Context: an optimization exercise on an open-source flow, tuned for small area. The choices shown serve that exercise and are no tape-out recipe. Only simulation tests tie the RTL to the original design; equivalence was not proved. Power figures rest on the tool's default switching activity, not on a simulated workload.

the previous run:
==> flow/design.v (excerpt) <==
module modbusSlave (
    input  logic        clk,
    input  logic        rst,
    input  logic [7:0]  rxData,
    input  logic        rxValid,
    input  logic        parityError,
    input  logic        silence,
    output logic        rxAck,
    output logic [7:0]  txData,
    output logic        txReq,
    input  logic        txAck,
    output logic [23:0] wbAdr,
    output logic [15:0] wbDatOut,
    input  logic [15:0] wbDatIn,
    output logic        wbCyc,
    output logic        wbStb,
    output logic        wbWe,
    input  logic        wbAck
);
For scale: about 84 I/O pins, roughly 51000 µm² of cells after synthesis.
==> flow/config.mk <==
export PLATFORM = sky130hd
export DESIGN_NAME = modbusSlave
export DESIGN_NICKNAME = modbusSlave
export VERILOG_FILES = /design/flow/design.v
export SDC_FILE = /design/flow/constraint.sdc
export NUM_CORES = 4
export LEC_CHECK = 0
export ABC_AREA = 1
export CAP_MARGIN = 20
export CORE_MARGIN = 2
export CORE_UTILIZATION = 40
export SLEW_MARGIN = 20
==> flow/constraint.sdc <==
create_clock -name core_clock -period 10.0 [get_ports {clk}]
set_input_delay 2.0000 -clock core_clock [delete_from_list [all_inputs] [get_ports {clk}]]
set_output_delay 2.0000 -clock core_clock [all_outputs]
set_load 0.01 [all_outputs]
standard.sh (not shown) runs the stock make flow with config.mk's settings and CLKGATE_MAP_FILE= SYNTH_SCRIPT=/design/flow/synth_recipe.tcl, a recipe that flattens the netlist after the stock synthesis.
==> flow/flow/run.sh <==
#!/bin/bash
# Standard ORFS layout with a leaner clock tree (no dummy loads, small clusters of clkbuf_4)
# and plain buf_1 port buffers. Each step's full log stays under orfs/logs; make's output
# goes to flow_make.log.
set -euo pipefail
export CTS_ARGS="-sink_clustering_enable -repair_clock_nets -dont_use_dummy_load -buf_list sky130_fd_sc_hd__clkbuf_4 -sink_clustering_size 10 -sink_clustering_max_diameter 40"
export BUFFER_PORTS_ARGS="-buffer_cell sky130_fd_sc_hd__buf_1"
bash standard.sh > flow_make.log 2>&1
diff inputs: the previous run => the current run
-- flow/design.v --
<<< the previous run, line 46
    logic [4:0]  st;
    logic [4:0]  cur;
    logic [6:0]  func;
    logic [7:0]  startLo;
    logic [6:0]  qty;
>>> the current run, line 46
    logic [4:0]  st;
    logic [4:0]  cur;
    logic        isWrite;    
    logic        isInput;    
    logic [7:0]  startLo;
    logic [6:0]  qty;
<<< the previous run, line 65
    logic        pLoad;
    logic        txBusy;
    logic        isWrite;
    logic        isInput;
    logic [6:0]  idxInc;
    logic [6:0]  idxDec;
>>> the current run, line 66
    logic        pLoad;
    logic        txBusy;
    logic [6:0]  idxInc;
    logic [6:0]  idxDec;
<<< the previous run, line 72
    logic        qtyOk;
    logic        rangeOk;
    logic [8:0]  rangeEnd;
    logic        decide;
    logic [1:0]  decideExc;
>>> the current run, line 71
    logic        qtyOk;
    logic        rangeOk;
    logic [8:0]  rangeEnd;   
    logic        decide;
    logic [1:0]  decideExc;
<<< the previous run, line 78
    logic        rxByte;
    assign txBusy   = st[4] || (st[3] && st[2]);
    assign isWrite  = func[4];
    assign isInput  = func[2];
    assign idxInc   = idx + 7'd1;
    assign idxDec   = idx - 7'd1;
>>> the current run, line 77
    logic        rxByte;
    assign txBusy   = st[4] || (st[3] && st[2]);
    assign idxInc   = idx + 7'd1;
    assign idxDec   = idx - 7'd1;
<<< the previous run, line 86
    assign rxByte   = rxValid && !parityError && !txBusy;
    assign qtyOk    = !qtyHiBad && (rxData != 8'd0) && (rxData <= (isWrite ? 8'd123 : 8'd125));
    assign rangeEnd = {1'b0, startLo} + {1'b0, rxData};
    assign rangeOk  = !hiBad && (rangeEnd <= (isInput ? 9'd160 : 9'd200));
    assign crcIn = txBusy ? txData : rxData;
>>> the current run, line 83
    assign rxByte   = rxValid && !parityError && !txBusy;
    assign qtyOk    = !qtyHiBad && (rxData != 8'd0) && (rxData <= (isWrite ? 8'd123 : 8'd125));
    assign rangeEnd = {1'b0, startLo} + {1'b0, txBusy ? {1'b0, idx} : rxData};
    assign rangeOk  = !hiBad && (rangeEnd <= (isInput ? 9'd160 : 9'd200));
    assign crcIn = txBusy ? txData : rxData;
<<< the previous run, line 106
    assign wrNow  = !txBusy && pendV[pk] && (pHi[1:0] == phase[3:2]);
    assign pSel   = txBusy ? idx[1:0] : pk;
    assign pOut   = pend[pSel];
    assign ringWd = pOut;
    always_comb begin
        for (int r = 0; r < 7; r++) ringWe[r] = wrNow && (pHi[4:2] == 3'(r));
        ringWe[7] = wrNow && (pHi[4:1] == 4'b1110);
    end
    genvar g;
>>> the current run, line 103
    assign wrNow  = !txBusy && pendV[pk] && (pHi[1:0] == phase[3:2]);
    assign pSel   = txBusy ? idx[1:0] : pk;
    always_comb begin
        pOut = '0;
        for (int k = 0; k < 4; k++) pOut = pOut | ({16{pSel == 2'(k)}} & pend[k]);
    end
    assign ringWd = pOut;
    logic [2:0]  rSelIdx;
    logic [7:0]  rSel;
    assign rSelIdx = txBusy ? idx[6:4] : pHi[4:2];
    always_comb begin
        for (int r = 0; r < 8; r++) rSel[r] = (rSelIdx == 3'(r));
        for (int r = 0; r < 7; r++) ringWe[r] = wrNow && rSel[r];
        ringWe[7] = wrNow && rSel[7] && !pHi[1];
    end
    genvar g;
<<< the previous run, line 121
        assign tail[g] = sr[16*L-1 -: 16];
    end
    assign rdWord = tail[idx[6:4]];
    assign txReq    = st[4];
    assign wbCyc    = (st == T_WBUS) || (st == T_RBUS);
    assign wbStb    = wbCyc;
    assign wbWe     = isWrite;
    assign wbAdr    = {3'b101, isInput, 12'h000, startLo + {1'b0, idx}};
    assign wbDatOut = pOut;
    always_comb begin
        case (st)
            T_STA:   txData = 8'h37;
            T_FUNC:  txData = {(exc != 2'd0), func};
            T_EXC:   txData = {6'd0, exc};
            T_CNT:   txData = {qty, 1'b0};
>>> the current run, line 125
        assign tail[g] = sr[16*L-1 -: 16];
    end
    always_comb begin
        rdWord = '0;
        for (int r = 0; r < 8; r++) rdWord = rdWord | ({16{rSel[r]}} & tail[r]);
    end
    assign txReq    = st[4];
    assign wbCyc    = (st == T_WBUS) || (st == T_RBUS);
    assign wbStb    = wbCyc;
    assign wbWe     = isWrite;
    assign wbAdr    = {3'b101, isInput, 12'h000, rangeEnd[7:0]};
    assign wbDatOut = pOut;
    always_comb begin
        case (st)
            T_STA:   txData = 8'h37;
            T_FUNC:  txData = (exc == 2'd1) ? {1'b1, startLo[6:0]}
                                            : {exc[1], 2'b00, isWrite, 1'b0, isInput, {2{!isWrite && !isInput}}};
            T_EXC:   txData = {6'd0, exc};
            T_CNT:   txData = {qty, 1'b0};
<<< the previous run, line 187
        if (rxByte) begin
            case (cur)
                R_FUNC: func <= rxData[6:0];
                R_AHI:  hiBad <= (rxData != 8'd0);
                R_ALO:  startLo <= rxData;
>>> the current run, line 195
        if (rxByte) begin
            case (cur)
                R_FUNC: begin
                    isWrite <= rxData[4];
                    isInput <= rxData[2];
                    startLo <= rxData;
                end
                R_AHI:  hiBad <= (rxData != 8'd0);
                R_ALO:  startLo <= rxData;
==> comparison <==
Per the comparison of the current run with the previous run, switching power total has decreased, post-route non-filler standard cell count has decreased, overall die width has decreased.
From the previous run to the current run the numbers moved as follows: total power saw a decrease; worst-case clock skew now sits lower.
NOTE: sequential cell area share in the current run exceeds that of the previous run
[compare] base=the previous run new=the current run: via count saw a decrease, utilization saw a decrease.
Final critical-path required period: the current run vs the previous run up 0.72 ns
On the current run: signal arrival time at the worst endpoint is 0.72 ns higher than what the previous run gave.
Slowest cell on the critical path: inv_1 -> the current run, dfxtp_1 -> the previous run
The worst setup slack before clock tree synthesis of the current run is lower than that of the previous run.
Area after synthesis delta for the current run relative to the previous run: 1.0% lower
The current run reached the end of the flow, and the finished layout is clean on the timing, DRC and antenna checks.
The current run vs the previous run on slack of the critical path: the current run is the lower one.
The total routed wirelength of the current run was inferior to that of the previous run.

[afterwards: timing with drivers on the ports]
The flow's constraints put no driver on any port. The routed layouts listed below were extracted and timed again, unchanged, in two steps. Step 1, drivers: a clkbuf_16 drives clk and a buf_2 each remaining input, both assumed. Step 2 moves the port delays by t, midway between the first and last clock arrival at a register: inputs arrive t later, outputs are due t later. That takes back most of the time a late clock gives input paths. Three values: ideal, step 1, step 2; two values: the first two.
run	t, ns	slack for setup (ns)	worst setup path at the end	worst register clock-pin slew, ns	worst slew at a driven data input, ns
the previous run	1.179	3.946 / 3.876 / 3.413	input to register	0.11 / 0.11	0.07
the current run	1.181	3.231 / 3.164 / 2.795	input to register	0.11 / 0.11	0.10
After both steps every run listed still meets setup and hold. For the previous run, which loses most, drivers alone change the setup slack by -0.070 ns; drivers and shift together by -0.533 ns.
